This design comes from an exercise in tuning for small area and a short achievable clock period on the open sky130 flow, not from production work. At most, simulation tests tie the RTL to the original design; equivalence was not proved. Only the layout flow was run in runs 1 to 4; the RTL was not checked for function there. No run shown here takes its clock network from TritonCTS; it comes from the design's own scripts or RTL. The clock input has no modelled driver; a real chip could not lean on it and would need a root buffer or a full tree. Power is estimated from default activity; no workload was simulated.

`config.mk`:
```
export PLATFORM = sky130hd
export DESIGN_NAME = log2
export DESIGN_NICKNAME = log2
export VERILOG_FILES = /design/flow/design.v
export SDC_FILE = /design/flow/constraint.sdc
export NUM_CORES = 4
export LEC_CHECK = 0
export CAP_MARGIN = 20
export CORE_AREA = 2 2 62 62
export DIE_AREA = 0 0 64 64
export PLACE_DENSITY = 0.6
export SETUP_SLACK_MARGIN = 4.7
export SLEW_MARGIN = 20
```
`constraint.sdc`:
```
create_clock -name core_clock -period 7.0 [get_ports {clk}]
set_input_delay 1.4000 -clock core_clock [delete_from_list [all_inputs] [get_ports {clk}]]
set_output_delay 1.4000 -clock core_clock [all_outputs]
set_load 0.01 [all_outputs]
```
`design.v`:
```
module log2 #(
  parameter int FRAC_W = 5,
  parameter int MANT_W = 16
) (
  input  logic              clk,
  input  logic              rst_n,
  input  logic [7:0]        x,
  input  logic              validx,
  output logic [FRAC_W+2:0] y,
  output logic              validy
);
  logic [9:0] nrm;
  logic a19, a20, a22, a23, a24, a25, a27, a29, a31, a32;
  logic a33, a35, a36, a37, a39, a40, a41, a42, a44, a45;
  logic a46, a47, a49, a51;
  assign a19 = ~x[6] & ~x[7];
  assign a20 = ~x[4] & ~x[5];
  assign nrm[9] = ~a19 | ~a20;
  assign a22 = x[3] & ~nrm[9];
  assign a23 = ~x[7] & ~a22;
  assign a24 = x[2] & ~nrm[9];
  assign a25 = ~x[6] & ~a24;
  assign nrm[8] = ~a23 | ~a25;
  assign a27 = x[0] & nrm[9];
  assign nrm[0] = nrm[8] & a27;
  assign a29 = x[1] & nrm[9];
  assign nrm[1] = nrm[8] & a29;
  assign a31 = ~nrm[8] & a27;
  assign a32 = x[2] & nrm[9];
  assign a33 = nrm[8] & a32;
  assign nrm[2] = a31 | a33;
  assign a35 = ~nrm[8] & a29;
  assign a36 = x[3] & nrm[9];
  assign a37 = nrm[8] & a36;
  assign nrm[3] = a35 | a37;
  assign a39 = ~nrm[8] & a32;
  assign a40 = x[0] & ~nrm[9];
  assign a41 = ~x[4] & ~a40;
  assign a42 = nrm[8] & ~a41;
  assign nrm[4] = a39 | a42;
  assign a44 = ~nrm[8] & a36;
  assign a45 = x[1] & ~nrm[9];
  assign a46 = ~x[5] & ~a45;
  assign a47 = nrm[8] & ~a46;
  assign nrm[5] = a44 | a47;
  assign a49 = a23 & ~a41;
  assign nrm[6] = ~a25 | a49;
  assign a51 = a25 & ~a46;
  assign nrm[7] = ~a23 | a51;
  logic [2:1] e_q;
  logic [7:0] a_q;
  logic       v_q;
  always_ff @(posedge clk) begin
    e_q <= nrm[9:8];
    a_q <= nrm[7:0];
    v_q <= rst_n & validx;
  end
  logic [6:0] m;
  logic [4:0] f;
  assign m = a_q[7] ? a_q[6:0] : {a_q[5:0], 1'b0};
  logic b13, b14, b15, b16, b17, b18, b19, b20, b21, b22;
  logic b23, b24, b25, b26, b27, b28, b29, b30, b31, b32;
  logic b33, b34, b35, b36, b37, b38, b39, b40, b41, b42;
  logic b43, b44, b45, b46, b47, b48, b49, b50, b51, b52;
  logic b53, b54, b55, b56, b57, b58, b59, b60, b61, b62;
  logic b63, b65, b66, b67, b68, b69, b70, b71, b72, b73;
  logic b75, b76, b77, b79, b80;
  assign b13 = m[1] & m[2];
  assign b14 = ~m[3] & ~b13;
  assign b15 = ~m[1] & m[2];
  assign b16 = m[0] & ~b15;
  assign b17 = ~m[1] & ~b16;
  assign b18 = b14 & ~b17;
  assign b19 = m[0] & m[1];
  assign b20 = ~m[2] & ~b19;
  assign b21 = m[1] & ~m[4];
  assign b22 = ~m[3] & b21;
  assign b23 = ~b20 & ~b22;
  assign b24 = ~b18 & ~b23;
  assign b25 = m[4] & ~b13;
  assign b26 = m[3] & m[4];
  assign b27 = m[5] & ~b26;
  assign b28 = ~b25 & b27;
  assign b29 = ~b24 & b28;
  assign b30 = ~m[0] & m[3];
  assign b31 = ~m[4] & ~m[5];
  assign b32 = ~b30 & b31;
  assign b33 = m[6] & ~b32;
  assign b34 = b13 & ~b33;
  assign b35 = m[6] & ~b34;
  assign b36 = ~b29 & b35;
  assign b37 = m[3] & ~m[5];
  assign b38 = b19 & ~b37;
  assign b39 = ~m[2] & ~b21;
  assign b40 = ~b27 & b39;
  assign b41 = ~b38 & b40;
  assign b42 = b36 & ~b41;
  assign b43 = m[3] & b16;
  assign b44 = ~m[4] & ~b43;
  assign b45 = ~m[5] & ~b44;
  assign b46 = b15 & ~b37;
  assign b47 = m[0] & b26;
  assign b48 = ~m[0] & ~m[3];
  assign b49 = ~m[4] & b48;
  assign b50 = m[1] & ~b49;
  assign b51 = ~b47 & ~b50;
  assign b52 = ~m[2] & ~b51;
  assign b53 = ~b46 & ~b52;
  assign b54 = ~b45 & b53;
  assign b55 = ~m[1] & ~m[2];
  assign b56 = b25 & ~b55;
  assign b57 = ~m[6] & ~b47;
  assign b58 = ~b56 & b57;
  assign b59 = ~m[5] & ~b58;
  assign b60 = b15 & ~b48;
  assign b61 = b59 & ~b60;
  assign b62 = ~m[6] & ~b61;
  assign b63 = ~b54 & b62;
  assign f[0] = b42 | b63;
  assign b65 = m[5] & ~b36;
  assign b66 = ~b59 & ~b65;
  assign b67 = ~m[3] & ~b34;
  assign b68 = m[3] & b34;
  assign b69 = ~b67 & ~b68;
  assign b70 = ~b66 & ~b69;
  assign b71 = m[2] & b37;
  assign b72 = b66 & ~b71;
  assign b73 = ~b14 & b72;
  assign f[1] = b70 | b73;
  assign b75 = ~b67 & ~b72;
  assign b76 = m[4] & b75;
  assign b77 = ~m[4] & ~b75;
  assign f[2] = ~b76 & ~b77;
  assign b79 = m[5] & b76;
  assign b80 = ~m[5] & ~b76;
  assign f[3] = ~b79 & ~b80;
  assign f[4] = m[6] | b79;
  always_ff @(posedge clk) begin
    y      <= {e_q, a_q[7], f};
    validy <= rst_n & v_q;
  end
endmodule
```
`flow/run.sh`:
```
#!/bin/bash
# Layout flow: the standard ORFS flow (standard.sh) with two changes:
#  - synthesis is the standard flow's own script, except that its final ABC mapping call
#    uses flow/abc_map.script (area-oriented mapping of the AND/inverter
#    network in the RTL) in place of ORFS's speed script;
#    Yosys's own quick ABC pass inside synth is skipped (SYNTH_ARGS -noabc)
#    so that this mapping starts from the RTL's network, and the
#    half/full-adder extraction is left out (ADDER_MAP_FILE empty);
#  - the port buffers that global placement inserts are buf_1 cells;
#  - after CTS, flow/clock_one_buffer.tcl replaces the clock tree with one
#    clock buffer driving all the registers (there are only 20).
# Each step's full output goes to a log file in this folder, and ORFS's own
# per-step logs stay under orfs/logs/.
set -euo pipefail
W=$PWD
F=$W/flow

# Synthesis script: synth_recipe.tcl with the abc call redirected.
{
  head -n 1 synth_recipe.tcl
  cat <<TCL
proc abc {args} {
  set i [lsearch -exact \$args -script]
  if {[file exists {$F/abc_stage1.script}]} {
    # The logic feeding the first-stage registers (the cone of wire nrm)
    # is mapped first, with its own script.
    set a1 \$args
    lset a1 [expr {\$i + 1}] {$F/abc_stage1.script}
    yosys abc {*}\$a1 w:nrm %ci*
  }
  lset args [expr {\$i + 1}] {$F/abc_map.script}
  yosys abc {*}\$args
}
TCL
  tail -n +2 synth_recipe.tcl
} > own_synth.tcl

VARS=(
  "SYNTH_SCRIPT=$W/own_synth.tcl"
  "BUFFER_PORTS_ARGS=-buffer_cell sky130_fd_sc_hd__buf_1"
  "ADDER_MAP_FILE="
  "SYNTH_ARGS=-noabc"
  "POST_CTS_TCL=$F/clock_one_buffer.tcl"
  "CLOCK_ONE_BUFFER_CELL=sky130_fd_sc_hd__clkbuf_8"
)
bash standard.sh "${VARS[@]}" synth > synth.log 2>&1
bash standard.sh "${VARS[@]}" finish > layout.log 2>&1
```
`flow/abc_map.script`:
```
strash
amap
topo
```
`flow/abc_stage1.script`:
```
strash
map
topo
upsize
dnsize
```
`flow/clock_one_buffer.tcl`:
```
# POST_CTS_TCL hook: the design has only a few registers, so CTS's two-level
# tree (a root buffer, leaf buffers and dummy loads) is replaced by a single
# clock buffer that drives every register's clock pin; every register still
# gets its clock through a buffer, the same one for all.
set block [ord::get_db_block]
set port_net [[$block findBTerm clk] getNet]
set sinks {}
set tree {}
set tree_nets {}
set todo [list $port_net]
# Walk the clock network from the port: registers are sinks, everything else
# on it (buffers, inverters, dummy loads) belongs to the tree.
while {[llength $todo]} {
  set net [lindex $todo 0]
  set todo [lrange $todo 1 end]
  foreach it [$net getITerms] {
    if {![$it isInputSignal]} continue
    set inst [$it getInst]
    if {[[$inst getMaster] isSequential]} {
      lappend sinks $it
    } elseif {[lsearch $tree $inst] < 0} {
      lappend tree $inst
      foreach ot [$inst getITerms] {
        if {[$ot isOutputSignal] && [$ot getNet] ne "NULL"} {
          lappend todo [$ot getNet]
          lappend tree_nets [$ot getNet]
        }
      }
    }
  }
}
puts "clock_one_buffer: [llength $sinks] clock sinks, removing [llength $tree] tree cells"
set xs 0; set ys 0
foreach it $sinks {
  lassign [[$it getInst] getLocation] x y
  set xs [expr {$xs + $x}]; set ys [expr {$ys + $y}]
  $it disconnect
}
foreach inst $tree { odb::dbInst_destroy $inst }
foreach net [lsort -unique $tree_nets] { odb::dbNet_destroy $net }
set master [[ord::get_db] findMaster $::env(CLOCK_ONE_BUFFER_CELL)]
set buf [odb::dbInst_create $block $master clkbuf_0_clk]
set net [odb::dbNet_create $block clknet_0_clk]
$net setSigType CLOCK
[$buf findITerm A] connect $port_net
[$buf findITerm X] connect $net
foreach it $sinks { $it connect $net }
set n [llength $sinks]
$buf setLocation [expr {int($xs / $n)}] [expr {int($ys / $n)}]
$buf setPlacementStatus PLACED
detailed_placement
check_placement -verbose
estimate_parasitics -placement
report_clock_skew

# Optionally give the input ports' buffers a stronger cell of the same
# function (the paths from the inputs are the design's longest).
if {[info exists ::env(INPUT_BUF_CELL)] && $::env(INPUT_BUF_CELL) ne ""} {
  set bm [[ord::get_db] findMaster $::env(INPUT_BUF_CELL)]
  foreach bt [$block getBTerms] {
    if {[$bt getIoType] ne "INPUT" || [$bt getName] eq "clk"} continue
    foreach it [[$bt getNet] getITerms] {
      set inst [$it getInst]
      if {[string match "sky130_fd_sc_hd__buf_*" [[$inst getMaster] getName]]} { $inst swapMaster $bm }
    }
  }
  detailed_placement
  estimate_parasitics -placement
}
```
`standard.sh`:
```
#!/bin/bash
# synth_recipe.tcl (not shown) runs the flow's synth.tcl, then flattens the netlist and writes it again
# the make line also repeats each setting of config.mk as NAME=value (left out here)
make -C /OpenROAD-flow-scripts/flow DESIGN_CONFIG=/design/flow/config.mk WORK_HOME=/design/flow/orfs CLKGATE_MAP_FILE= SYNTH_SCRIPT=/design/flow/synth_recipe.tcl "${@:-finish}"
```
==> results.tsv, run 1 <==
metric	value	unit
Starting Density	26.9	%
# IOs	20	
Crit Reg-Reg Endpoint	y[3]$_DFF_P_	
DRC Markers	0	
minimum clock period	2280	ps
Leak	0.000519	uW
core footprint	3390	um2
Slew @ Worst Pin	457	ps
routability-driven placement congestion ratio	0.908	
antenna-violating nets left	0	
RR Startpoint	a_q[7]$_DFF_P_	
pin count of the biggest net entering global routing	21	
Yosys reg bits	20	
async set-or-reset flop fraction in the synthesized netlist	0	%
post-synthesis cell type count	27	
post-synthesis mux area share	0	%
Setup TNS	0	ps
worst path arrival time	2350	ps
# diodes	0	
final setup fails	0	
Post-Synth Simple-Gate Area	20.7	%
most frequent cell after synthesis	dfxtp_1	
Pwr per Cell Area	210	nW/um2
Hold Crit Class	flip-flop to flip-flop	
Synth warnings	1	
Vias	1000	
detailed-placement wirelength estimate	1500	um
post-synthesis sequential area ratio	44.0	%
fin crit share	32.6	%
xor/xnor cell area share of the yosys netlist	0	%
CP Launch Type	flip-flop	
cell count after synthesis	110	
status	complete, no violations	
wire per inst	11.8	um
share of power burned in registers	48.3	%
Via density	5.03	
Clock Latency Late Sink	160	ps
Net Switching	86.4	uW
drt initial violations	68	
first-pass GRT wire length	3810	um
worst path cell trace	clkinv_4, a22oi_2, clkinv_2, buf_4, buf_4, buf_4, o21ai_1, a31oi_1, a21oi_2, o21ai_1, o21ai_1, nor2_2, o21a_1	
Die Height	64	um
site row count	21	
clock network power share	14.4	%
WP data required	7070	ps
worst r2r path cells	13	
P&R area growth vs syn	43.1	%
Worst-path clk slew	110	ps
R2R Setup Slk	4720	ps
critical path startpoint	a_q[7]$_DFF_P_	
initial antenna violation count	0	
Synth Area in Adders	0	%
ys flop type	dfxtp_1	
combinational share of power	37.3	%
Worst Skew	1.05	ps
# fillers	357	
RSZ-0062 raised after global routing	yes	
Nets	166	
vias in the first global route	891	
Peak VDD IR	0.0723	mV
Highest Clock Rate	438	MHz
fin. max-slew vios	0	
Area contributors post-synth	dfxtp_1, nand2_1, o21ai_0, a22oi_1, a31oi_4	
Mapped Area	911	um2
kind of critical path	flip-flop to flip-flop	
post-layout util	38.5	%
Synth Net Count	121	
Critical-path top delay cell	dfxtp_4	
Power Total	273	uW
switching part of the total power	31.6	%
Die ar.	4100	um2
total wire length	2350	um
synthesized area per cell	8.28	um2
Pint	187	uW
Yosys top cell by area	dfxtp_1	
crit path capture type	flip-flop	
top post-synthesis cells by count	dfxtp_1, nand2_1, o21ai_0	
reported max-cap violation count	0	
TritonCTS Sinks	20	
GRT Resource Usage Total	11.5	%
Post-synth EDFFs	0	
main combinational cell family by area after synthesis	compound AO/OA/AOI/OAI gates	
Crit path largest cell delay	410	ps
die width	64	um
I/O Buffers	19	
Slew headroom	69.5	%
complex-gate fraction of the synthesized area	30.4	%
share of cells above drive strength 1	31.4	%
Max Fanout on Critical Path	6	
Yosys top cell area share	44.0	%
final hold viol count	0	
Remaining Overflow, GRT	0	
drt first pass iters	7	
crit path capture	y[3]$_DFF_P_	
-- registers in the layout, summed over array words and instances (netlist names) --
signal,cells
e_q,2
v_q,1
a_q,8
validy,1
y,8
-- logic make-up (layout without fill, tap and decap cells) --
family                 count (synthesis)  in the layout
DFF                                   20             20
AOI/OAI and AO/OA                     38             38
and+or+nand+nor                       40             40
buffers and inverters                 12             55
-- layout make-up --
class | count | area [um2] | share of cell area, %
Buffer | 1 | 13.8 | 1.06
Inverter | 12 | 53.8 | 4.13
Multi-Input combinational cell | 78 | 527 | 40.4
Sequential cell | 20 | 404 | 31.0
Tap cell | 46 | 57.6 | 4.41
Timing Repair Buffer | 42 | 248 | 19.0
-- layout by cell type (no fill, tap or decap), types with 2 or more instances in the layout --
| cell | count |
|---|---|
| nor2_4 | 2 |
| nor2b_1 | 2 |
| o2bb2ai_1 | 2 |
| nand3_1 | 6 |
| buf_4 | 22 |
| a22oi_1 | 2 |
| nor2_1 | 3 |
| nand4_1 | 3 |
| clkinv_1 | 6 |
| and3_1 | 2 |
| o21ai_0 | 6 |
| o21ai_1 | 5 |
| nand2_1 | 16 |
| a21oi_2 | 2 |
| a31oi_4 | 2 |
| a22oi_2 | 5 |
| a21boi_0 | 2 |
| a21oi_1 | 4 |
| buf_1 | 19 |
| clkinv_2 | 3 |
| dfxtp_1 | 19 |
| inv_2 | 2 |
| nor2_2 | 3 |
-- power by group through the flow --
stage          sequential (uW)  clock [uW]  combinational (uW)
6_report                   132        39.3                 102
5_1_grt                    133        45.1                 109
3_5_place_dp               135           0                64.4
3_3_place_gp               135           0                62.8
2_1_floorplan              139           0                41.2
-- routing by layer --
| layer | up-vias | GRT usage, % | wire length [um] |
|---|---|---|---|
| met5 | - | 0 | 0 |
| met2 | 56 | 21.7 | 1210 |
| met1 | 441 | 12.6 | 886 |
| li1 | 490 | - | - |
| met4 | 0 | 3.26 | 70 |
| met3 | 13 | 2.64 | 179 |
-- through the flow --
stage | setup WS [ps] | area (um2) | cells | hold slack (ps)
final | 4720 | 1300 | 199 | 339
after global routing | 4620 | 1300 | 199 | 345
after detailed placement | 4460 | 1060 | 175 | 315
after global placement | 4590 | 1060 | 175 | 312
after floorplan | 4780 | 935 | 110 | 310
-- worst min path at each step --
| stage | start | to | slack, ps | cells after the start |
|---|---|---|---|---|
| 6_report | e_q[2]$_DFF_P_ | y[7]$_DFF_P_ | 340 | 0 |
| 3_5_place_dp | e_q[2]$_DFF_P_ | y[7]$_DFF_P_ | 310 | 0 |
| 5_1_grt | e_q[2]$_DFF_P_ | y[7]$_DFF_P_ | 350 | 0 |
| 2_1_floorplan | e_q[1]$_DFF_P_ | y[6]$_DFF_P_ | 310 | 0 |
| 3_3_place_gp | e_q[1]$_DFF_P_ | y[6]$_DFF_P_ | 310 | 0 |
-- critical path: cells and delay by family, from the launching register on --
family          cells  cell delay, ps
flops               1             410
buf+inv             5             650
simple gates        1              70
compound gates      7            1070
==> run 2, diff against run 1 <==
==> flow/abc_map.script (replaced) <==
strash
map -D 1100
topo
==> flow/abc_stage1.script (replaced) <==
strash
map -D 300
topo
buffer -p
upsize -D 300
dnsize -D 300
==> run 2 against run 1 <==
  * Worst setup slack better by 96 ps
  * Still clean
  * Cell area down 7.1%
  * Sequential share of layout area up 2.4 points
  * Flip-flop and latch count unchanged
  * Combinational power down 22%
  * Critical path depth down 8
  * Sequential power about the same
==> results.tsv, run 2 <==
metric	value	unit
drt first pass iters	4	
Slew headroom	65.4	%
site row count	21	
Starting Density	28.7	%
Finished Layout Cells	199	
post-synthesis sequential area ratio	41.2	%
DRC Markers	0	
initial antenna violation count	0	
CP Launch Type	input pin	
Post-synth EDFFs	0	
core footprint	3390	um2
Die ar.	4100	um2
Clock Latency Late Sink	160	ps
Leak	0.000474	uW
Max Fanout on Critical Path	10	
status	complete, no violations	
Yosys top cell by area	dfxtp_1	
Peak VDD IR	0.0755	mV
first-pass GRT wire length	3410	um
final setup fails	0	
# diodes	0	
most common cell after layout, fill and taps aside	nand2_1	
Worst-path clk slew	110	ps
P&R area growth vs syn	24.6	%
die width	64	um
synthesized area per cell	7.60	um2
TritonCTS Sinks	20	
ys flop type	dfxtp_1	
post-synthesis cell type count	23	
Remaining Overflow, GRT	0	
wire per inst	10.5	um
most frequent cell after synthesis	nand2_1	
fin. max-slew vios	0	
antenna-violating nets left	0	
Yosys reg bits	20	
cell count after synthesis	128	
Synth Net Count	139	
Hold WS	340	ps
worst r2r path cells	11	
top post-synthesis cells by count	nand2_1, dfxtp_1, clkinv_1	
total wire length	2080	um
detailed-placement wirelength estimate	1580	um
Highest Clock Rate	457	MHz
share of cells above drive strength 1	15.0	%
crit path capture type	flip-flop	
drt initial violations	54	
Via density	4.87	
Die Height	64	um
Pwr per Cell Area	208	nW/um2
vias in the first global route	844	
I/O Buffers	19	
Area contributors post-synth	dfxtp_1, nand2_1, o21ai_0, a21oi_1, a21boi_0	
Synth warnings	1	
RSZ-0062 raised after global routing	no	
minimum clock period	2190	ps
final hold viol count	0	
routability-driven placement congestion ratio	0.920	
fin crit share	31.2	%
WP data required	7060	ps
reported max-cap violation count	0	
Slew @ Worst Pin	514	ps
GRT Resource Usage Total	9.92	%
# fillers	362	
most frequent cells in the layout	nand2_1, dfxtp_1, buf_1	
kind of critical path	input pin to flip-flop	
worst path arrival time	2250	ps
Hold Path Depth	0	
Top Registers	a_q x8, y x8, e_q x2	
placed cells	193	
Nets	166	
pin count of the biggest net entering global routing	21	
async set-or-reset flop fraction in the synthesized netlist	0	%
Hold Crit Class	flip-flop to flip-flop	
Mapped Area	972	um2
Vias	970	
Setup TNS	0	ps
# IOs	20	
Yosys top cell area share	41.2	%
Worst Skew	1.03	ps
## run 2: cell types whose count changed after synthesis, sizes merged, moves of 3 or more
cell    previous run  this run
nand2             17        29
a22oi              7         1
a21boi             2         6
a21oi              6         9
nor2               8        11
o211ai             0         3
## run 2: routing by layer
metal | GRT usage, % | vias to the layer above | part of all wire, %
li1 | - | 495 | -
met2 | 18.2 | 19 | 50
met1 | 12.1 | 454 | 45
met5 | 0 | - | 0
met3 | 2.11 | 2 | 3.8
met4 | 1.09 | 0 | 0.77
## run 2: final cells by class
cell class | instances | area (um2) | area share [%]
plain buffers | 1 | 13.8 | 1.14
well taps | 46 | 57.6 | 4.75
multi-input cells | 94 | 569 | 47.0
flip-flops and latches | 20 | 404 | 33.4
repair buffers | 24 | 109 | 8.99
inverters | 14 | 57.6 | 4.75
## run 2: power by group
group	total, uW	internal [uW]	switching [uW]	leakage [uW]
combinational	79.9	30.7	49.2	0.000299
sequential	132	127	5.64	0.000168
clock	39.5	13.4	26.2	0.00000719
total	252	171	81.1	0.000474
## run 2: worst max-delay path, cell delays in order
cell and delay [ps]:
buf_1 180, inv_1 120, a31oi_4 300, o2bb2ai_1 180, nand2_1 70
## run 2: worst paths after layout
kind             startpoint        endpoint  slack, ps
min          e_q[1]$_DFF_P_    y[6]$_DFF_P_        340
min reg2reg  e_q[1]$_DFF_P_    y[6]$_DFF_P_        340
max reg2reg  a_q[7]$_DFF_P_    y[3]$_DFF_P_       4890
max                    x[6]  a_q[4]$_DFF_P_       4810
## run 2: cells by family after synthesis
logic type | count (synthesis) | share of synthesized area [%]
compound gates | 39 | 28.2
buf+inv | 14 | 5.41
flops | 20 | 41.2
simple gates | 55 | 25.2
## run 2: through the flow
stage               total power [uW]  setup slack, ps  util [%]  area [um2]
finish                           252             4810      35.7        1210
global route                     268             4670      35.7        1210
detailed placement               202             4340      32.5        1100
global placement                 201             4420      32.5        1100
floorplan                        182             4830         -         972
==> run 3, diff against run 2 <==
--- a/flow/run.sh
+++ b/flow/run.sh
@@ -1,16 +1,19 @@
 #!/bin/bash
-# Layout flow: the standard ORFS flow (standard.sh) with two changes:
-#  - synthesis is the standard flow's own script, except that its final ABC mapping call
-#    uses flow/abc_map.script (area-oriented mapping of the AND/inverter
-#    network in the RTL) in place of ORFS's speed script;
+# Layout flow: the standard ORFS flow (standard.sh), with these changes:
+#  - synthesis is the standard flow's own script (synth_recipe.tcl), except for its final
+#    ABC mapping call: the logic feeding the first-stage registers (the input
+#    cone of wire nrm, on the paths from the inputs) is mapped first with
+#    flow/abc_stage1.script (delay-driven mapping and sizing), then the rest
+#    with flow/abc_map.script (area mapping, sized to a looser delay target);
 #    Yosys's own quick ABC pass inside synth is skipped (SYNTH_ARGS -noabc)
-#    so that this mapping starts from the RTL's network, and the
+#    so that this mapping starts from the RTL's AND/inverter network, and the
 #    half/full-adder extraction is left out (ADDER_MAP_FILE empty);
 #  - the port buffers that global placement inserts are buf_1 cells;
 #  - after CTS, flow/clock_one_buffer.tcl replaces the clock tree with one
-#    clock buffer driving all the registers (there are only 20).
-# Each step's full output goes to a log file in this folder, and ORFS's own
-# per-step logs stay under orfs/logs/.
+#    clock buffer driving all the registers (there are only 20), and gives
+#    the input ports' buffers the cell INPUT_BUF_CELL when that is set.
+# Each step's full output goes to a log file in this folder (synth.log,
+# layout.log), and ORFS's own per-step logs stay under orfs/logs/.
 set -euo pipefail
 W=$PWD
 F=$W/flow
==> flow/abc_map.script (replaced) <==
strash
amap
topo
buffer -p
upsize -D 1250
dnsize -D 1250
--- a/flow/clock_one_buffer.tcl
+++ b/flow/clock_one_buffer.tcl
@@ -67,3 +67,17 @@
   detailed_placement
   estimate_parasitics -placement
 }
+
+# Optionally the same for the output ports' buffers.
+if {[info exists ::env(OUTPUT_BUF_CELL)] && $::env(OUTPUT_BUF_CELL) ne ""} {
+  set bm [[ord::get_db] findMaster $::env(OUTPUT_BUF_CELL)]
+  foreach bt [$block getBTerms] {
+    if {[$bt getIoType] ne "OUTPUT"} continue
+    foreach it [[$bt getNet] getITerms] {
+      set inst [$it getInst]
+      if {[$it isOutputSignal] && [string match "sky130_fd_sc_hd__buf_*" [[$inst getMaster] getName]]} { $inst swapMaster $bm }
+    }
+  }
+  detailed_placement
+  estimate_parasitics -placement
+}
==> run 3 against run 2 <==
  * Critical path type is now flip-flop to flip-flop
  * Highest routed layer is now met3
  * Largest power group unchanged
  * Synthesized cell count shrank 14%
  * Sequential power is essentially flat
  * Final cell count shrank 8.0%
  * Critical endpoint is now y[3]$_DFF_P_
  * Synthesized area shrank 1.2%
  * Power is essentially flat
  * Utilization shrank 1.2 points
  * Largest cell class unchanged
  * Hold slack lost 2.8 ps
  * Via count shrank 6.7%
  * Clock skew grew 1.1 ps
  * Global-route usage shrank 0.081 points
==> results.tsv, run 3 <==
metric	value	unit
kind of critical path	flip-flop to flip-flop	
Yosys reg bits	20	
pin count of the biggest net entering global routing	21	
Area contributors post-synth	dfxtp_1, nand2_1, a31oi_4, a22oi_2, o21ai_0	
Net Switching	79.3	uW
detailed-placement wirelength estimate	1550	um
site row count	21	
worst path arrival time	2220	ps
post-synthesis cell type count	32	
Remaining Overflow, GRT	0	
Pwr per Cell Area	215	nW/um2
Yosys top cell by area	dfxtp_1	
# IOs	20	
Slew headroom	71.5	%
Top Registers	a_q x8, y x8, e_q x2	
RSZ-0062 raised after global routing	no	
Pint	172	uW
Crit path largest cell delay	410	ps
fin crit share	30.8	%
placed cells	175	
top post-synthesis cells by count	dfxtp_1, nand2_1, inv_1	
post-synthesis sequential area ratio	41.7	%
P&R area growth vs syn	21.7	%
Die ar.	4100	um2
Die Height	64	um
Yosys top cell area share	41.7	%
worst hold start	e_q[2]$_DFF_P_	
Worst-path clk slew	110	ps
combinational share of power	32.2	%
final hold viol count	0	
Power Total	252	uW
crit path capture type	flip-flop	
vias in the first global route	778	
# diodes	0	
I/O Buffers	19	
Setup TNS	0	ps
Worst Skew	2.15	ps
most frequent cells in the layout	dfxtp_1, buf_1, nand2_1	
Slew @ Worst Pin	427	ps
fin. max-slew vios	0	
initial antenna violation count	0	
WP data required	7070	ps
drt first pass iters	4	
critical path startpoint	a_q[7]$_DFF_P_	
Synth warnings	1	
total wire length	2000	um
Post-synth EDFFs	0	
Starting Density	28.3	%
async set-or-reset flop fraction in the synthesized netlist	0	%
Hold Crit Class	flip-flop to flip-flop	
Final Cell Area	1170	um2
Post-DP Area	1090	um2
CP Launch Type	flip-flop	
Critical-path top delay cell	dfxtp_4	
worst path cell trace	inv_2, a22oi_2, buf_4, nor2_2, o22a_1, a21oi_2, o311ai_2, a21oi_2, o21ai_2, o21ai_2, nor2_4, o21a_1	
clock network power share	15.4	%
R2R Setup Slk	4850	ps
reported max-cap violation count	0	
Clock Latency Late Sink	160	ps
CP top delay family	compound AO/OA/AOI/OAI gates	
most frequent cell after synthesis	dfxtp_1	
share of cells above drive strength 1	23.4	%
DRC Markers	0	
TritonCTS Sinks	20	
Peak VDD IR	0.0814	mV
CP Buf/Inv Count	2	
Vias	905	
Via density	4.95	
wire per inst	10.9	um
final setup fails	0	
die width	64	um
share of power burned in registers	52.4	%
routability-driven placement congestion ratio	0.955	
minimum clock period	2150	ps
Nets	150	
status	complete, no violations	
first-pass GRT wire length	3300	um
core footprint	3390	um2
Max Fanout on Critical Path	8	
antenna-violating nets left	0	
Highest Clock Rate	464	MHz
Synth Net Count	121	
cell count after synthesis	110	
RR Startpoint	a_q[7]$_DFF_P_	
Leak	0.000474	uW
synthesized area per cell	8.74	um2
Mapped Area	961	um2
Finished Layout Cells	183	
drt initial violations	48	
switching part of the total power	31.5	%
ys flop type	dfxtp_1	
GRT Resource Usage Total	9.84	%
run 3: layer usage:
layer	GRT usage [%]	vias up	share of wire (%)
li1	-	454	-
met1	10.8	421	43
met2	18.8	30	51
met3	2.82	0	6.1
met4	1.63	0	0
met5	0	-	0
run 3: area by class of cell:
class,instances,area [um2]
plain buffers,1,13.8
inverters,12,45.0
flip-flops and latches,20,404
well taps,46,57.6
fillers,364,2220
multi-input cells,78,526
repair buffers,26,124
run 3: cell families after synthesis:
| group | Yosys count | share of synthesized area (%) |
|---|---|---|
| AND/OR/NAND/NOR | 40 | 21.0 |
| AO/OA/AOI/OAI | 38 | 32.7 |
| flip-flops | 20 | 41.7 |
| buffers and inverters | 12 | 4.69 |
run 3: worst paths after layout:
path / to / cells past startpoint
setup reg to reg: y[3]$_DFF_P_ / 12
hold reg to reg: y[7]$_DFF_P_ / 0
setup / recovery: y[3]$_DFF_P_ / 12
hold / removal: y[7]$_DFF_P_ / 0
run 3: power groups by stage:
stage          Clock (uW)  Sequential, uW  Combinational [uW]
2_1_floorplan           0             138                47.8
3_3_place_gp            0             135                68.7
3_5_place_dp            0             135                71.6
5_1_grt              45.5             133                89.1
6_report             38.8             132                81.1
run 3: through the flow:
stage	util [%]	setup slack [ps]	hold slack, ps
finish	34.5	4850	337
global route	34.5	4680	344
detailed placement	32.2	4620	314
global placement	32.2	4710	312
floorplan	-	4900	310
==> run 4, diff against run 3 <==
==> flow/abc_map.script (replaced) <==
strash
map -D 1200
topo
buffer -p
upsize -D 1200
dnsize -D 1200
==> run 4 against run 3 <==
  * Die area stayed put
  * Worst setup slack improved by 24 ps
  * Power up 0.49%
  * Maximum frequency up 1.1%
  * Cell area up 3.3%
  * Critical path type is now input pin to flip-flop
  * Synthesized area is 12% higher
  * Flip-flop and latch count unchanged
  * Sequential power about the same
  * Combinational power shrank 3.8%
  * Critical endpoint is now a_q[5]$_DFF_P_
  * Still clean
  * Utilization rose by 1.1 points
  * Hold slack improved by 5.8 ps
==> results.tsv, run 4 <==
metric	value	unit
final hold viol count	0	
Area contributors post-synth	dfxtp_1, nand2_1, inv_1, a31oi_4, a21boi_4	
post-layout util	35.7	%
combinational share of power	30.8	%
worst slack at placement	4670	ps
crit path capture type	flip-flop	
top post-synthesis cells by count	dfxtp_1, nand2_1, inv_1	
most frequent cell after synthesis	dfxtp_1	
most frequent cells in the layout	dfxtp_1, nand2_1, buf_1	
Worst Skew	1.65	ps
synthesized area per cell	8.42	um2
Via density	4.63	
post-synthesis cell type count	34	
detailed-placement wirelength estimate	1560	um
pin count of the biggest net entering global routing	21	
Yosys top cell by area	dfxtp_1	
Die Height	64	um
Net Switching	83.7	uW
site row count	21	
# IOs	20	
Mapped Area	1080	um2
total wire length	1910	um
Die ar.	4100	um2
Leak	0.000505	uW
Starting Density	31.8	%
fin crit share	30.4	%
kind of critical path	input pin to flip-flop	
Slew headroom	60.9	%
Max Fanout on Critical Path	10	
drt initial violations	87	
Nets	160	
share of cells above drive strength 1	19.7	%
vias in the first global route	854	
final setup fails	0	
# diodes	0	
P&R area growth vs syn	12.2	%
die width	64	um
Slew @ Worst Pin	585	ps
Setup TNS	0	ps
async set-or-reset flop fraction in the synthesized netlist	0	%
most common cell after layout, fill and taps aside	dfxtp_1	
minimum clock period	2130	ps
drt first pass iters	4	
antenna-violating nets left	0	
I/O Buffers	19	
core footprint	3390	um2
Hold Crit Class	flip-flop to flip-flop	
initial antenna violation count	0	
Yosys reg bits	20	
worst path arrival time	2200	ps
Peak VDD IR	0.0604	mV
GRT Resource Usage Total	10.1	%
Post-synth EDFFs	0	
Pint	169	uW
ys flop type	dfxtp_1	
Clock Latency Late Sink	170	ps
clock network power share	16.4	%
fin. max-slew vios	0	
Top Registers	a_q x8, y x8, e_q x2	
reported max-cap violation count	0	
wire per inst	9.91	um
TritonCTS Sinks	20	
share of power burned in registers	52.7	%
CP Launch Type	input pin	
Synth warnings	1	
Vias	893	
WP data required	7070	ps
Setup WS post-layout	4870	ps
first-pass GRT wire length	3410	um
Highest Clock Rate	470	MHz
Remaining Overflow, GRT	0	
Yosys top cell area share	37.2	%
routability-driven placement congestion ratio	0.870	
Synth Net Count	139	
cell count after synthesis	128	
Worst-path clk slew	120	ps
switching part of the total power	33.1	%
DRC Markers	0	
post-synthesis sequential area ratio	37.2	%
status	complete, no violations	
Pwr per Cell Area	209	nW/um2
RSZ-0062 raised after global routing	no	
==> run 4: metal layers <==
metal | wire length (um) | share of wire (%) | global-route usage, %
met2 | 904 | 47 | 17.7
met4 | 23 | 1.2 | 2.72
met1 | 872 | 46 | 12.3
met3 | 113 | 5.9 | 2.29
met5 | 0 | 0 | 0
==> run 4: worst paths after layout <==
check                  from        endpoint  slack, ps  depth (start not counted)
max                    x[7]  a_q[5]$_DFF_P_       4870                          5
min          e_q[2]$_DFF_P_    y[7]$_DFF_P_        340                          0
max reg2reg  a_q[7]$_DFF_P_    y[3]$_DFF_P_       4910                         10
min reg2reg  e_q[2]$_DFF_P_    y[7]$_DFF_P_        340                          0
==> run 4: logic make-up after synthesis <==
logic type	share of synthesized area (%)
simple gates	25.6
flops	37.2
compound gates	28.7
buf+inv	7.78
xor+xnor	0.813
==> run 4: critical path: stages <==
cell and delay [ps]:
buf_1 170, inv_1 110, a31oi_4 300, o2bb2ai_1 160, nand2_1 70
==> run 4: final cells by class <==
class | count | area, um2
fill | 373 | 2180
multi-input combinational | 89 | 593
sequential | 20 | 400
inverter | 18 | 72.6
timing repair buffer | 19 | 71.3
tap | 46 | 57.6
buffer | 1 | 13.8
==> run 4: power groups by stage <==
stage                     Combinational (uW)  Clock [uW]  Sequential (uW)
after floorplan                         57.4           0              139
after global placement                  76.9           0              136
after detailed placement                78.0           0              136
after global routing                    87.9        48.3              135
final                                   78.0        41.6              133
==> run 4: per-stage QoR <==
stage	instance area [um2]	cells	hold slack [ps]	total power (uW)
floorplan	1080	128	310	196
global placement	1190	192	313	213
detailed placement	1190	192	319	214
global route	1210	193	354	271
finish	1210	193	343	253
==> run 5, diff against run 4 <==
--- a/design.v
+++ b/design.v
@@ -10,54 +10,85 @@
   output logic              validy
 );
   logic [9:0] nrm;
-  logic a19, a20, a22, a23, a24, a25, a27, a29, a31, a32;
-  logic a33, a35, a36, a37, a39, a40, a41, a42, a44, a45;
-  logic a46, a47, a49, a51;
-  assign a19 = ~x[6] & ~x[7];
-  assign a20 = ~x[4] & ~x[5];
-  assign nrm[9] = ~a19 | ~a20;
-  assign a22 = x[3] & ~nrm[9];
-  assign a23 = ~x[7] & ~a22;
-  assign a24 = x[2] & ~nrm[9];
-  assign a25 = ~x[6] & ~a24;
-  assign nrm[8] = ~a23 | ~a25;
-  assign a27 = x[0] & nrm[9];
-  assign nrm[0] = nrm[8] & a27;
-  assign a29 = x[1] & nrm[9];
-  assign nrm[1] = nrm[8] & a29;
-  assign a31 = ~nrm[8] & a27;
-  assign a32 = x[2] & nrm[9];
-  assign a33 = nrm[8] & a32;
-  assign nrm[2] = a31 | a33;
-  assign a35 = ~nrm[8] & a29;
-  assign a36 = x[3] & nrm[9];
-  assign a37 = nrm[8] & a36;
-  assign nrm[3] = a35 | a37;
-  assign a39 = ~nrm[8] & a32;
-  assign a40 = x[0] & ~nrm[9];
-  assign a41 = ~x[4] & ~a40;
-  assign a42 = nrm[8] & ~a41;
-  assign nrm[4] = a39 | a42;
-  assign a44 = ~nrm[8] & a36;
-  assign a45 = x[1] & ~nrm[9];
-  assign a46 = ~x[5] & ~a45;
-  assign a47 = nrm[8] & ~a46;
-  assign nrm[5] = a44 | a47;
-  assign a49 = a23 & ~a41;
-  assign nrm[6] = ~a25 | a49;
-  assign a51 = a25 & ~a46;
-  assign nrm[7] = ~a23 | a51;
-  logic [2:1] e_q;
-  logic [7:0] a_q;
+  logic a20, a21, a22, a24, a25, a26, a27, a28, a29, a31;
+  logic a32, a33, a34, a35, a36, a37, a38, a39, a41, a42;
+  logic a43, a44, a45, a46, a47, a49, a50, a51, a52, a54;
+  logic a55, a56, a57, a58, a59, a60, a61, a62, a63, a64;
+  logic a66, a67, a68, a69, a70, a71, a73, a74, a75, a77;
+  logic a78;
+  assign nrm[0] = x[0] & x[7];
+  assign a20 = x[6] & ~x[7];
+  assign a21 = x[0] & a20;
+  assign a22 = x[1] & x[7];
+  assign nrm[1] = a21 | a22;
+  assign a24 = ~x[6] & ~x[7];
+  assign a25 = x[5] & a24;
+  assign a26 = x[0] & a25;
+  assign a27 = x[1] & a20;
+  assign a28 = x[2] & x[7];
+  assign a29 = ~a27 & ~a28;
+  assign nrm[2] = a26 | ~a29;
+  assign a31 = x[1] & a25;
+  assign a32 = ~x[5] & ~x[7];
+  assign a33 = x[0] & ~x[6];
+  assign a34 = x[4] & a33;
+  assign a35 = a32 & a34;
+  assign a36 = x[2] & a20;
+  assign a37 = x[3] & x[7];
+  assign a38 = ~a36 & ~a37;
+  assign a39 = ~a35 & a38;
+  assign nrm[3] = a31 | ~a39;
+  assign a41 = x[1] & ~x[5];
+  assign a42 = ~x[7] & ~a41;
+  assign a43 = x[4] & ~a20;
+  assign a44 = ~a42 & a43;
+  assign a45 = x[3] & a20;
+  assign a46 = ~a44 & ~a45;
+  assign a47 = ~x[4] & ~x[5];
+  assign nrm[9] = ~a24 | ~a47;
+  assign a49 = x[0] & x[3];
+  assign a50 = ~nrm[9] & a49;
+  assign a51 = x[2] & a25;
+  assign a52 = ~a50 & ~a51;
+  assign nrm[4] = ~a46 | ~a52;
+  assign a54 = x[2] & a32;
+  assign a55 = ~a20 & ~a54;
+  assign a56 = ~x[3] & a33;
+  assign a57 = ~x[4] & ~a56;
+  assign a58 = ~a55 & ~a57;
+  assign a59 = x[1] & ~x[4];
+  assign a60 = a24 & a59;
+  assign a61 = ~x[5] & ~a60;
+  assign a62 = x[3] & ~x[6];
+  assign a63 = ~x[7] & ~a62;
+  assign a64 = ~a61 & ~a63;
+  assign nrm[5] = a58 | a64;
+  assign a66 = a32 & a56;
+  assign a67 = x[4] & ~x[7];
+  assign a68 = ~x[6] & ~a67;
+  assign a69 = ~a54 & a68;
+  assign a70 = ~a66 & a69;
+  assign a71 = a61 & a63;
+  assign nrm[6] = ~a70 & ~a71;
+  assign a73 = a32 & ~a59;
+  assign a74 = a55 & ~a73;
+  assign a75 = x[3] & ~nrm[9];
+  assign nrm[7] = a74 | a75;
+  assign a77 = ~x[2] & ~x[3];
+  assign a78 = a47 & ~a77;
+  assign nrm[8] = ~a24 | a78;
+  localparam logic [6:0] MINV = 7'b0000000;
+  logic [2:0] e_q;
+  logic [6:0] m_q;
   logic       v_q;
   always_ff @(posedge clk) begin
-    e_q <= nrm[9:8];
-    a_q <= nrm[7:0];
+    e_q <= nrm[9:7];
+    m_q <= nrm[6:0] ^ MINV;
     v_q <= rst_n & validx;
   end
+  logic [4:0] f;
   logic [6:0] m;
-  logic [4:0] f;
-  assign m = a_q[7] ? a_q[6:0] : {a_q[5:0], 1'b0};
+  assign m = m_q ^ MINV;
   logic b13, b14, b15, b16, b17, b18, b19, b20, b21, b22;
   logic b23, b24, b25, b26, b27, b28, b29, b30, b31, b32;
   logic b33, b34, b35, b36, b37, b38, b39, b40, b41, b42;
@@ -136,7 +167,7 @@
   assign f[3] = ~b79 & ~b80;
   assign f[4] = m[6] | b79;
   always_ff @(posedge clk) begin
-    y      <= {e_q, a_q[7], f};
+    y      <= {e_q, f};
     validy <= rst_n & v_q;
   end
 endmodule
--- a/flow/run.sh
+++ b/flow/run.sh
@@ -45,6 +45,7 @@
   "SYNTH_ARGS=-noabc"
   "POST_CTS_TCL=$F/clock_one_buffer.tcl"
   "CLOCK_ONE_BUFFER_CELL=sky130_fd_sc_hd__clkbuf_8"
+  "INPUT_BUF_CELL=sky130_fd_sc_hd__buf_2"
 )
 bash standard.sh "${VARS[@]}" synth > synth.log 2>&1
 bash standard.sh "${VARS[@]}" finish > layout.log 2>&1
==> flow/abc_map.script (replaced) <==
strash
amap
topo
buffer -p
upsize -D 1400
dnsize -D 1400
==> flow/abc_stage1.script (replaced) <==
strash
map -D 380
topo
buffer -p
upsize -D 380
dnsize -D 380
==> run 5 against run 4 <==
  * Still clean on timing, DRC and antenna
  * Critical path depth fell by 4
  * Sequential share of layout area rose by 5.8 points
  * Synthesized cell count fell by 15%
  * Cell area fell by 15%
  * Clock skew fell by 0.91 ps
  * Final cell count fell by 9.8%
  * Utilization fell by 5.3 points
  * Flip-flop and latch count did not move
  * Routed wire length fell by 3.8%
  * Sequential power barely moved
  * Worst setup slack improved by 100 ps
  * Combinational power fell by 38%
  * Critical endpoint is now y[1]
==> results.tsv, run 5 <==
metric	value	unit
WP data required	5600	ps
final setup fails	0	
share of cells above drive strength 1	14.8	%
most common cell after layout, fill and taps aside	dfxtp_1	
Hold Crit Class	flip-flop to flip-flop	
drt first pass iters	4	
Setup TNS	0	ps
core footprint	3390	um2
Slew headroom	76.1	%
most frequent cell after synthesis	dfxtp_1	
Vias	843	
Slew @ Worst Pin	352	ps
Area contributors post-synth	dfxtp_1, o21ai_0, inv_1, nand3_1, a21oi_1	
I/O Buffers	19	
CP Buf/Inv Count	1	
Hold WS	336	ps
routability-driven placement congestion ratio	0.931	
Worst-path clk slew	100	ps
CP Launch Type	flip-flop	
Starting Density	26.0	%
crit path capture type	output pin	
TritonCTS Sinks	20	
Highest Clock Rate	493	MHz
post-synthesis sequential area ratio	45.5	%
most frequent cells in the layout	dfxtp_1, inv_1, o21ai_0	
# fillers	358	
Yosys reg bits	20	
share of power burned in registers	60.5	%
Max Fanout on Critical Path	1	
Synth warnings	1	
initial antenna violation count	0	
Leak	0.000427	uW
Mapped Area	880	um2
CP top delay family	flip-flops	
Crit path largest cell delay	320	ps
Hold Path Depth	0	
GRT Resource Usage Total	8.91	%
Pint	157	uW
pin count of the biggest net entering global routing	21	
R2R Setup Slk	5040	ps
first-pass GRT wire length	3030	um
detailed-placement wirelength estimate	1520	um
Die ar.	4100	um2
Die Height	64	um
RSZ-0062 raised after global routing	no	
switching part of the total power	28.1	%
Critical-path top delay cell	dfxtp_1	
async set-or-reset flop fraction in the synthesized netlist	0	%
worst path arrival time	630	ps
Synth Net Count	120	
cell count after synthesis	109	
Nets	141	
worst r2r path cells	11	
P&R area growth vs syn	17.1	%
Via density	4.84	
fin crit share	29.0	%
# diodes	0	
synthesized area per cell	8.07	um2
site row count	21	
Peak VDD IR	0.0577	mV
die width	64	um
post-synthesis cell type count	30	
status	complete, no violations	
Remaining Overflow, GRT	0	
final hold viol count	0	
DRC Markers	0	
total wire length	1840	um
minimum clock period	2030	ps
Yosys top cell area share	45.5	%
stages on the worst setup path	1	
Biggest register	y	
reported max-cap violation count	0	
worst path cell trace	buf_1	
Yosys top cell by area	dfxtp_1	
drt initial violations	54	
Pwr per Cell Area	212	nW/um2
Worst Skew	0.735	ps
wire per inst	10.6	um
ys flop type	dfxtp_1	
kind of critical path	flip-flop to output pin	
Clock Latency Late Sink	160	ps
max reg flops	8	
fin. max-slew vios	0	
vias in the first global route	741	
antenna-violating nets left	0	
Top Registers	y x8, m_q x7, e_q x3	
# IOs	20	
Post-synth EDFFs	0	
clock network power share	17.3	%
combinational share of power	22.2	%
top post-synthesis cells by count	dfxtp_1, inv_1, o21ai_0	
Net Switching	61.4	uW
==> run 5: cell count changes in the layout (fill, tap and decap cells not counted), moves of 5 or more <==
cell,previous run,this run
o21ai_0,6,11
buf_1,19,9
nand2_2,5,0
nand2_1,19,7
buf_2,0,10
==> run 5: path summary, 6_finish.rpt <==
| path | start | to |
|---|---|---|
| hold / removal | e_q[2]$_DFF_P_ | y[7]$_DFF_P_ |
| setup / recovery | y[1]$_DFF_P_ | y[1] |
| hold reg to reg | e_q[2]$_DFF_P_ | y[7]$_DFF_P_ |
| setup reg to reg | m_q[1]$_DFF_P_ | y[3]$_DFF_P_ |
==> run 5: final cells by class <==
| cell class | instances | area [um2] | area share, % |
|---|---|---|---|
| multi-input cells | 71 | 410 | 39.9 |
| repair buffers | 19 | 83.8 | 8.14 |
| inverters | 17 | 63.8 | 6.20 |
| well taps | 46 | 57.6 | 5.59 |
| flip-flops and latches | 20 | 400 | 38.9 |
| plain buffers | 1 | 13.8 | 1.34 |
==> run 5: power groups by stage <==
stage,clock [uW],sequential (uW),combinational [uW]
3_3_place_gp,0,134,46.0
3_5_place_dp,0,135,47.2
5_1_grt,44.9,134,54.5
2_1_floorplan,0,136,29.1
6_report,37.8,132,48.4
==> run 5: cells by family after synthesis <==
| kind of cell | count (synthesis) | synth area share, % |
|---|---|---|
| AO/OA/AOI/OAI | 36 | 25.5 |
| buffers and inverters | 18 | 7.82 |
| AND/OR/NAND/NOR | 35 | 21.2 |
| flip-flops | 20 | 45.5 |
==> run 5: metal layers <==
| layer | part of all wire (%) | wire (um) | global-route usage [%] |
|---|---|---|---|
| met5 | 0 | 0 | 0 |
| met1 | 43 | 796 | 10.7 |
| met2 | 48 | 884 | 15.5 |
| met4 | 2.2 | 41 | 5.16 |
| met3 | 6.4 | 118 | 0.704 |
==> run 5: metrics by stage <==
stage	cells	power (uW)	setup slack [ps]	instance area [um2]	utilization [%]
floorplan	109	165	5140	880	-
global placement	173	180	4820	1000	29.6
detailed placement	173	182	4770	1000	29.6
global route	174	233	4800	1030	30.4
finish	174	219	4970	1030	30.4
==> run 6, diff against run 5 <==
==> flow/abc_stage1.script (replaced) <==
strash
map -D 420
topo
buffer -p
upsize -D 420
dnsize -D 420
==> run 6 against run 5 <==
  * Highest routed layer unchanged
  * Hold slack improved by 1.2 ps
  * Synthesized area did not move
  * First-iteration DRC count fell by 5.6%
  * Routed wire length fell by 2.8%
  * Final cell count fell by 0.57%
  * Clock skew rose by 2.5 ps
  * Maximum frequency fell by 0.26%
  * Die area did not move
  * Sequential power barely moved
  * Sequential share of layout area did not move
  * Critical path depth did not move
==> results.tsv, run 6 <==
metric	value	unit
share of cells above drive strength 1	15.7	%
# IOs	20	
Hold Path End	y[6]$_DFF_P_	
fin. max-slew vios	0	
most common cell after layout, fill and taps aside	dfxtp_1	
async set-or-reset flop fraction in the synthesized netlist	0	%
Hold WS	337	ps
Critical-path top delay cell	dfxtp_1	
reported max-cap violation count	0	
GRT Resource Usage Total	8.63	%
Yosys reg bits	20	
Top Registers	y x8, m_q x7, e_q x3	
cell count after synthesis	108	
most frequent cells in the layout	dfxtp_1, inv_1, o21ai_0, buf_2, buf_1	
P&R area growth vs syn	17.1	%
Nets	140	
Peak VDD IR	0.0776	mV
Synth warnings	1	
Starting Density	26.0	%
final hold viol count	0	
RR Startpoint	m_q[3]$_DFF_P_	
Die ar.	4100	um2
Mapped Area	880	um2
crit path capture type	output pin	
Final Cell Area	1030	um2
Setup TNS	0	ps
ys flop type	dfxtp_1	
most frequent cell after synthesis	dfxtp_1	
Worst Skew	3.25	ps
post-synthesis sequential area ratio	45.5	%
vias in the first global route	731	
Yosys top cell by area	dfxtp_1	
Leak	0.000427	uW
Crit path largest cell delay	330	ps
Biggest register	y	
wire per inst	10.3	um
detailed-placement wirelength estimate	1420	um
top post-synthesis cells by count	dfxtp_1, inv_1, o21ai_0	
Die Height	64	um
worst hold start	e_q[1]$_DFF_P_	
Clock Latency Late Sink	160	ps
Highest Clock Rate	492	MHz
CP top delay family	flip-flops	
CP Launch Type	flip-flop	
Crit Reg-Reg Endpoint	y[3]$_DFF_P_	
Remaining Overflow, GRT	0	
drt initial violations	51	
die width	64	um
RSZ-0062 raised after global routing	no	
worst path arrival time	630	ps
fin crit share	29.0	%
worst path cell trace	buf_1	
pin count of the biggest net entering global routing	21	
CP Buf/Inv Count	1	
WP data required	5600	ps
total wire length	1790	um
first-pass GRT wire length	2970	um
Area contributors post-synth	dfxtp_1, inv_1, o21ai_0, a21oi_1, nand3_1	
Vias	834	
Yosys top cell area share	45.5	%
max reg flops	8	
initial antenna violation count	0	
DRC Markers	0	
Pwr per Cell Area	213	nW/um2
TritonCTS Sinks	20	
Via density	4.82	
routability-driven placement congestion ratio	0.933	
antenna-violating nets left	0	
synthesized area per cell	8.14	um2
Worst-path clk slew	110	ps
status	complete, no violations	
drt first pass iters	4	
Hold Path Depth	0	
# diodes	0	
worst r2r path cells	8	
R2R Setup Slk	5020	ps
Post-DP Area	1000	um2
Synth Net Count	119	
core footprint	3390	um2
I/O Buffers	19	
Slew headroom	75.8	%
site row count	21	
minimum clock period	2030	ps
Hold Crit Class	flip-flop to flip-flop	
final setup fails	0	
Slew @ Worst Pin	359	ps
Post-synth EDFFs	0	
Power Total	219	uW
Max Fanout on Critical Path	1	
post-synthesis cell type count	31	
kind of critical path	flip-flop to output pin	
run 6: cell types whose count changed after synthesis:
cell,before,now
o2bb2ai_1,1,0
nor3_1,1,2
o21ai_0,11,10
nand2_2,0,1
o22ai_1,2,3
o21a_1,0,1
inv_2,3,2
nand3_1,8,6
o21ai_2,0,1
inv_1,14,15
o21ai_1,4,3
nand4_1,4,3
nor3b_1,1,0
o2111ai_1,1,2
run 6: power by group:
part | switching, uW | internal [uW] | leakage, uW | total [uW]
clock network | 25.3 | 13.3 | 0.00000719 | 38.7
logic | 29.9 | 18.3 | 0.000252 | 48.2
registers | 6.92 | 126 | 0.000167 | 133
total | 62.1 | 157 | 0.000427 | 219
run 6: area by class of cell:
type / count / area [um2]
multi-input combinational: 70 / 410
buffer: 1 / 13.8
timing repair buffer: 19 / 83.8
tap: 46 / 57.6
sequential: 20 / 400
fill: 363 / 2360
inverter: 17 / 63.8
run 6: how the worst max path moves through the flow:
stage | startpoint | endpoint | slack, ps | cells past startpoint
after floorplan | x[7] | m_q[6]$_DFF_P_ | 5130 | 3
final | y[3]$_DFF_P_ | y[3] | 4970 | 1
after global routing | m_q[1]$_DFF_P_ | y[4]$_DFF_P_ | 4810 | 11
after global placement | x[7] | m_q[5]$_DFF_P_ | 4810 | 6
after detailed placement | x[6] | m_q[6]$_DFF_P_ | 4770 | 4
run 6: cell families after synthesis:
logic type             count (synthesis)  share of synthesized area [%]
AND/OR/NAND/NOR                       33                           19.8
flip-flops                            20                           45.5
buffers and inverters                 18                           7.82
AO/OA/AOI/OAI                         37                           26.9
run 6: routing by layer:
metal	vias up	track usage, %	wire, um
li1	426	-	-
met1	359	10.9	821
met4	0	2.45	34
met3	6	1.94	144
met5	-	0	0
met2	43	14.6	790
run 6: metrics by stage:
step                utilization, %  cells  setup WS, ps
floorplan                        -    108          5130
global placement              29.6    172          4810
detailed placement            29.6    172          4770
global route                  30.4    173          4810
finish                        30.4    173          4970
==> run 7, diff against run 6 <==
==> flow/abc_stage1.script (replaced) <==
strash
map -D 400
topo
buffer -p
upsize -D 400
dnsize -D 400
==> run 7 against run 6 <==
  * Maximum frequency shrank 0.63%
  * Sequential share of layout area grew 0.77 points
  * Hold slack is essentially flat
  * Combinational power shrank 2%
  * Routed wire length grew 1.5%
  * Utilization shrank 0.59 points
  * Global-route usage grew 0.15 points
  * Power shrank 0.97%
  * Synthesized area shrank 2.3%
  * First-iteration DRC count shrank 20%
  * Largest cell class is now sequential cells
  * Largest power group unchanged
  * Highest routed layer is now met3
==> results.tsv, run 7 <==
metric	value	unit
status	complete, no violations	
Pwr per Cell Area	215	nW/um2
first-pass GRT wire length	3020	um
final hold viol count	0	
vias in the first global route	754	
Synth warnings	1	
reported max-cap violation count	0	
most frequent cell after synthesis	dfxtp_1	
RSZ-0062 raised after global routing	no	
most frequent cells in the layout	dfxtp_1, inv_1, o21ai_0, buf_2	
# fillers	364	
Hold Crit Class	flip-flop to flip-flop	
Max Fanout on Critical Path	1	
post-synthesis cell type count	29	
Setup WS post-layout	4960	ps
P&R area growth vs syn	17.5	%
Post-synth EDFFs	0	
Biggest register	y	
Clock Latency Late Sink	160	ps
crit path capture type	output pin	
DRC Markers	0	
Worst Skew	0.476	ps
Leak	0.000422	uW
Crit path largest cell delay	330	ps
Highest Clock Rate	489	MHz
Setup TNS	0	ps
antenna-violating nets left	0	
Reg area	400	um2
initial antenna violation count	0	
Yosys top cell by area	dfxtp_1	
# IOs	20	
total wire length	1820	um
Slew headroom	76.8	%
Worst-path clk slew	100	ps
multi-input logic area	390	um2
Peak VDD IR	0.0639	mV
wire per inst	10.6	um
Slew @ Worst Pin	344	ps
minimum clock period	2040	ps
worst path arrival time	640	ps
Critical-path top delay cell	dfxtp_1	
TritonCTS Sinks	20	
site row count	21	
fin. max-slew vios	0	
CP top delay family	flip-flops	
Synth Net Count	118	
Nets	139	
CP Buf/Inv Count	1	
CP Launch Type	flip-flop	
pin count of the biggest net entering global routing	21	
top post-synthesis cells by count	dfxtp_1, inv_1, o21ai_0	
final setup fails	0	
post-layout util	29.8	%
GRT Resource Usage Total	8.78	%
Starting Density	25.4	%
WP data required	5600	ps
kind of critical path	flip-flop to output pin	
Final Cell Area	1010	um2
worst path cell trace	buf_1	
worst slack at placement	4750	ps
most common cell after layout, fill and taps aside	dfxtp_1	
drt initial violations	41	
Die ar.	4100	um2
post-synthesis sequential area ratio	46.6	%
I/O Buffers	19	
Yosys reg bits	20	
drt first pass iters	5	
detailed-placement wirelength estimate	1470	um
Remaining Overflow, GRT	0	
# diodes	0	
Top Registers	y x8, m_q x7, e_q x3	
Via density	4.88	
max reg flops	8	
ys flop type	dfxtp_1	
fin crit share	29.2	%
Mapped Area	860	um2
routability-driven placement congestion ratio	0.926	
Yosys top cell area share	46.6	%
die width	64	um
Die Height	64	um
core footprint	3390	um2
async set-or-reset flop fraction in the synthesized netlist	0	%
Hold WS	337	ps
synthesized area per cell	8.03	um2
Vias	840	
cell count after synthesis	107	
Post-DP Area	983	um2
share of cells above drive strength 1	11.9	%
Area contributors post-synth	dfxtp_1, inv_1, o21ai_0, nand2_1, a21oi_1	
==> run 7: changes by cell type in the layout (fill, tap and decap cells not counted), sizes merged <==
cell     before  now
o2bb2ai       0    1
o21ai        14   12
nor3          2    1
o31ai         0    1
==> run 7: logic make-up (layout without fill, tap and decap cells) <==
family,after synthesis,in the layout,share of synthesized area [%]
AND/OR/NAND/NOR,32,32,17.6
AO/OA/AOI/OAI,37,37,27.8
flip-flops,20,20,46.6
buffers and inverters,18,37,8.01
==> run 7: final timing paths <==
kind / from / endpoint / slack (ps) / depth (start not counted)
max: y[7]$_DFF_P_ / y[7] / 4960 / 1
max reg2reg: m_q[3]$_DFF_P_ / y[4]$_DFF_P_ / 5020 / 9
min: e_q[1]$_DFF_P_ / y[6]$_DFF_P_ / 340 / 0
min reg2reg: e_q[1]$_DFF_P_ / y[6]$_DFF_P_ / 340 / 0
==> run 7: area by class of cell <==
type / instances / share of cell area (%)
buffer: 1 / 1.36
timing repair buffer: 19 / 8.30
sequential: 20 / 39.7
tap: 46 / 5.70
inverter: 17 / 6.32
multi-input combinational: 69 / 38.7
==> run 7: per-layer routing <==
layer	global-route usage (%)	share of wire, %	wire (um)	vias to the layer above
met2	16.0	49	886	39
met5	0	0	0	-
li1	-	-	-	424
met4	0.815	0	0	0
met3	1.76	7.7	139	0
met1	10.9	43	789	377
==> run 7: where the power goes <==
part	leakage (uW)	internal [uW]	switching (uW)
sequential	0.000167	126	6.58
combinational	0.000247	17.9	29.5
clock	0.00000719	13.3	24.4
==> run 7: through the flow <==
step / power, uW / std cells
floorplan: 165 / 107
global placement: 180 / 171
detailed placement: 181 / 171
global route: 231 / 172
finish: 217 / 172
==> run 8, diff against run 7 <==
==> flow/abc_map.script (replaced) <==
strash
amap
topo
buffer -p
upsize -D 1350
dnsize -D 1350
==> run 8 against run 7 <==
  * Still clean on timing, DRC and antenna
  * Power up 2.3%
  * Sequential power about the same
  * Flip-flop and latch count unchanged
  * Combinational power up 5.1%
  * Synthesized cell count unchanged
  * Global-route usage about the same
  * Critical endpoint unchanged
  * Largest power group unchanged
==> results.tsv, run 8 <==
metric	value	unit
Critical-path top delay cell	dfxtp_1	
Clock Latency Late Sink	160	ps
most frequent cells in the layout	dfxtp_1, inv_1, buf_2	
Crit path largest cell delay	330	ps
status	complete, no violations	
Synth warnings	1	
crit path capture type	output pin	
CP top delay family	flip-flops	
Die Height	64	um
most common cell after layout, fill and taps aside	dfxtp_1	
detailed-placement wirelength estimate	1500	um
top post-synthesis cells by count	dfxtp_1, inv_1, nand2_1	
Post-DP Area	997	um2
post-synthesis cell type count	31	
most frequent cell after synthesis	dfxtp_1	
multi-input logic area	404	um2
P&R area growth vs syn	17.2	%
Top Registers	y x8, m_q x7, e_q x3	
Via density	4.94	
fin. max-slew vios	0	
Worst-path clk slew	110	ps
Hold Crit Class	flip-flop to flip-flop	
DRC Markers	0	
Leak	0.000423	uW
Synth Net Count	118	
Finished Layout Cells	172	
wire per inst	11.0	um
first-pass GRT wire length	2950	um
final setup fails	0	
die width	64	um
WP data required	5600	ps
# fillers	362	
Final Cell Area	1020	um2
worst path cell trace	buf_1	
Hold WS	339	ps
routability-driven placement congestion ratio	0.929	
total wire length	1900	um
Setup TNS	0	ps
Highest Clock Rate	488	MHz
async set-or-reset flop fraction in the synthesized netlist	0	%
Biggest register	y	
TritonCTS Sinks	20	
Die ar.	4100	um2
antenna-violating nets left	0	
Starting Density	25.8	%
# IOs	20	
Nets	139	
minimum clock period	2050	ps
Area contributors post-synth	dfxtp_1, inv_1, o21ai_0, nand2_1, a21oi_1	
ys flop type	dfxtp_1	
Yosys top cell by area	dfxtp_1	
Yosys top cell area share	45.8	%
# diodes	0	
CP Launch Type	flip-flop	
kind of critical path	flip-flop to output pin	
Mapped Area	873	um2
share of cells above drive strength 1	15.9	%
GRT Resource Usage Total	8.78	%
placed cells	171	
initial antenna violation count	0	
reported max-cap violation count	0	
final hold viol count	0	
CP Buf/Inv Count	1	
Worst Skew	0.367	ps
Max Fanout on Critical Path	1	
Slew @ Worst Pin	330	ps
post-synthesis sequential area ratio	45.8	%
Pwr per Cell Area	217	nW/um2
core footprint	3390	um2
pin count of the biggest net entering global routing	21	
Yosys reg bits	20	
Reg area	400	um2
Peak VDD IR	0.0692	mV
drt first pass iters	4	
Post-synth EDFFs	0	
fin crit share	29.2	%
worst path arrival time	650	ps
drt initial violations	89	
vias in the first global route	684	
I/O Buffers	19	
max reg flops	8	
Slew headroom	77.6	%
Vias	849	
cell count after synthesis	107	
Remaining Overflow, GRT	0	
RSZ-0062 raised after global routing	no	
synthesized area per cell	8.16	um2
site row count	21	
[run 8: cells by family after synthesis]
logic type	after synthesis	share of synthesized area, %
buf+inv	18	7.88
simple gates	32	17.9
compound gates	37	28.4
flops	20	45.8
[run 8: cell type report]
cell class	count	share of cell area [%]
inverters	17	6.23
multi-input cells	69	39.5
repair buffers	19	8.19
well taps	46	5.62
flip-flops and latches	20	39.1
plain buffers	1	1.34
[run 8: power by group]
part,total (uW),internal [uW],switching [uW]
sequential,133,126,7.02
combinational,49.7,18.8,30.9
clock,39.9,13.4,26.6
total,222,158,64.5
[run 8: metrics by stage]
stage	utilization (%)	total power [uW]	worst slack [ps]
floorplan	-	167	5070
global placement	29.4	182	4790
detailed placement	29.4	183	4760
global route	30.2	235	4870
finish	30.2	222	4950
[run 8: per-layer routing]
layer	vias to the layer above	global-route usage [%]	wire, um	share of wire, %
li1	423	-	-	-
met5	-	0	0	0
met4	0	1.63	21	1.1
met2	51	14.7	856	45
met3	4	1.58	163	8.6
met1	371	11.8	855	45
[run 8: final timing paths]
path / startpoint / end / slack [ps] / depth (start not counted)
worst max-delay path: y[7]$_DFF_P_ / y[7] / 4950 / 1
worst min-delay path: e_q[1]$_DFF_P_ / y[6]$_DFF_P_ / 340 / 0
worst max register to register: m_q[2]$_DFF_P_ / y[3]$_DFF_P_ / 5110 / 11
worst min register to register: e_q[1]$_DFF_P_ / y[6]$_DFF_P_ / 340 / 0
[run 8: worst register-to-register path, stage by stage, from the launching register on]
cell and delay (ps):
dfxtp_1 340, inv_1 160, nor2_1 100, nor2_1 160, a21oi_1 90, o311ai_1 310, a21oi_1 160, o21ai_2 100
o21ai_2 100, nor2_4 110, inv_1 60, a22oi_1 140

==> separate check: timing with driven ports <==
Ports are ideal in the flow. The routed layouts listed here were re-timed in OpenROAD.
Step 1 assumes that a clkbuf_16 drives the clock port and a buf_2 every other input.
Step 2 times the ports against the registers' clock, not the clock port: input delays grow and output delays shrink by t, the midpoint of the rising clock arrivals with the driver on.
a / b / c = no drivers / after step 1 / after step 2; a / b = the first two.
run | t, ns | setup WS [ns] | hold WS [ns] | worst data-port slew with drivers (ns) | cell pins on the clock port's net
run 1 | 0.182 | 4.718 / 4.718 / 4.674 | 0.339 / 0.339 / 0.339 | 0.03 | 1
run 2 | 0.184 | 4.814 / 4.812 / 4.628 | 0.340 / 0.340 / 0.340 | 0.03 | 1
run 3 | 0.182 | 4.847 / 4.847 / 4.667 | 0.337 / 0.337 / 0.337 | 0.03 | 1
run 4 | 0.194 | 4.871 / 4.876 / 4.682 | 0.343 / 0.343 / 0.343 | 0.03 | 1
run 5 | 0.179 | 4.973 / 4.952 / 4.886 | 0.336 / 0.336 / 0.336 | 0.03 | 1
run 6 | 0.182 | 4.968 / 4.946 / 4.872 | 0.337 / 0.337 / 0.337 | 0.03 | 1
run 7 | 0.178 | 4.955 / 4.934 / 4.799 | 0.337 / 0.337 / 0.337 | 0.03 | 1
run 8 | 0.186 | 4.953 / 4.930 / 4.796 | 0.339 / 0.339 / 0.339 | 0.03 | 1
After both steps setup and hold are still met in every run listed. For run 4, which loses most, drivers alone change the setup slack by +0.005 ns; drivers and shift together by -0.189 ns.
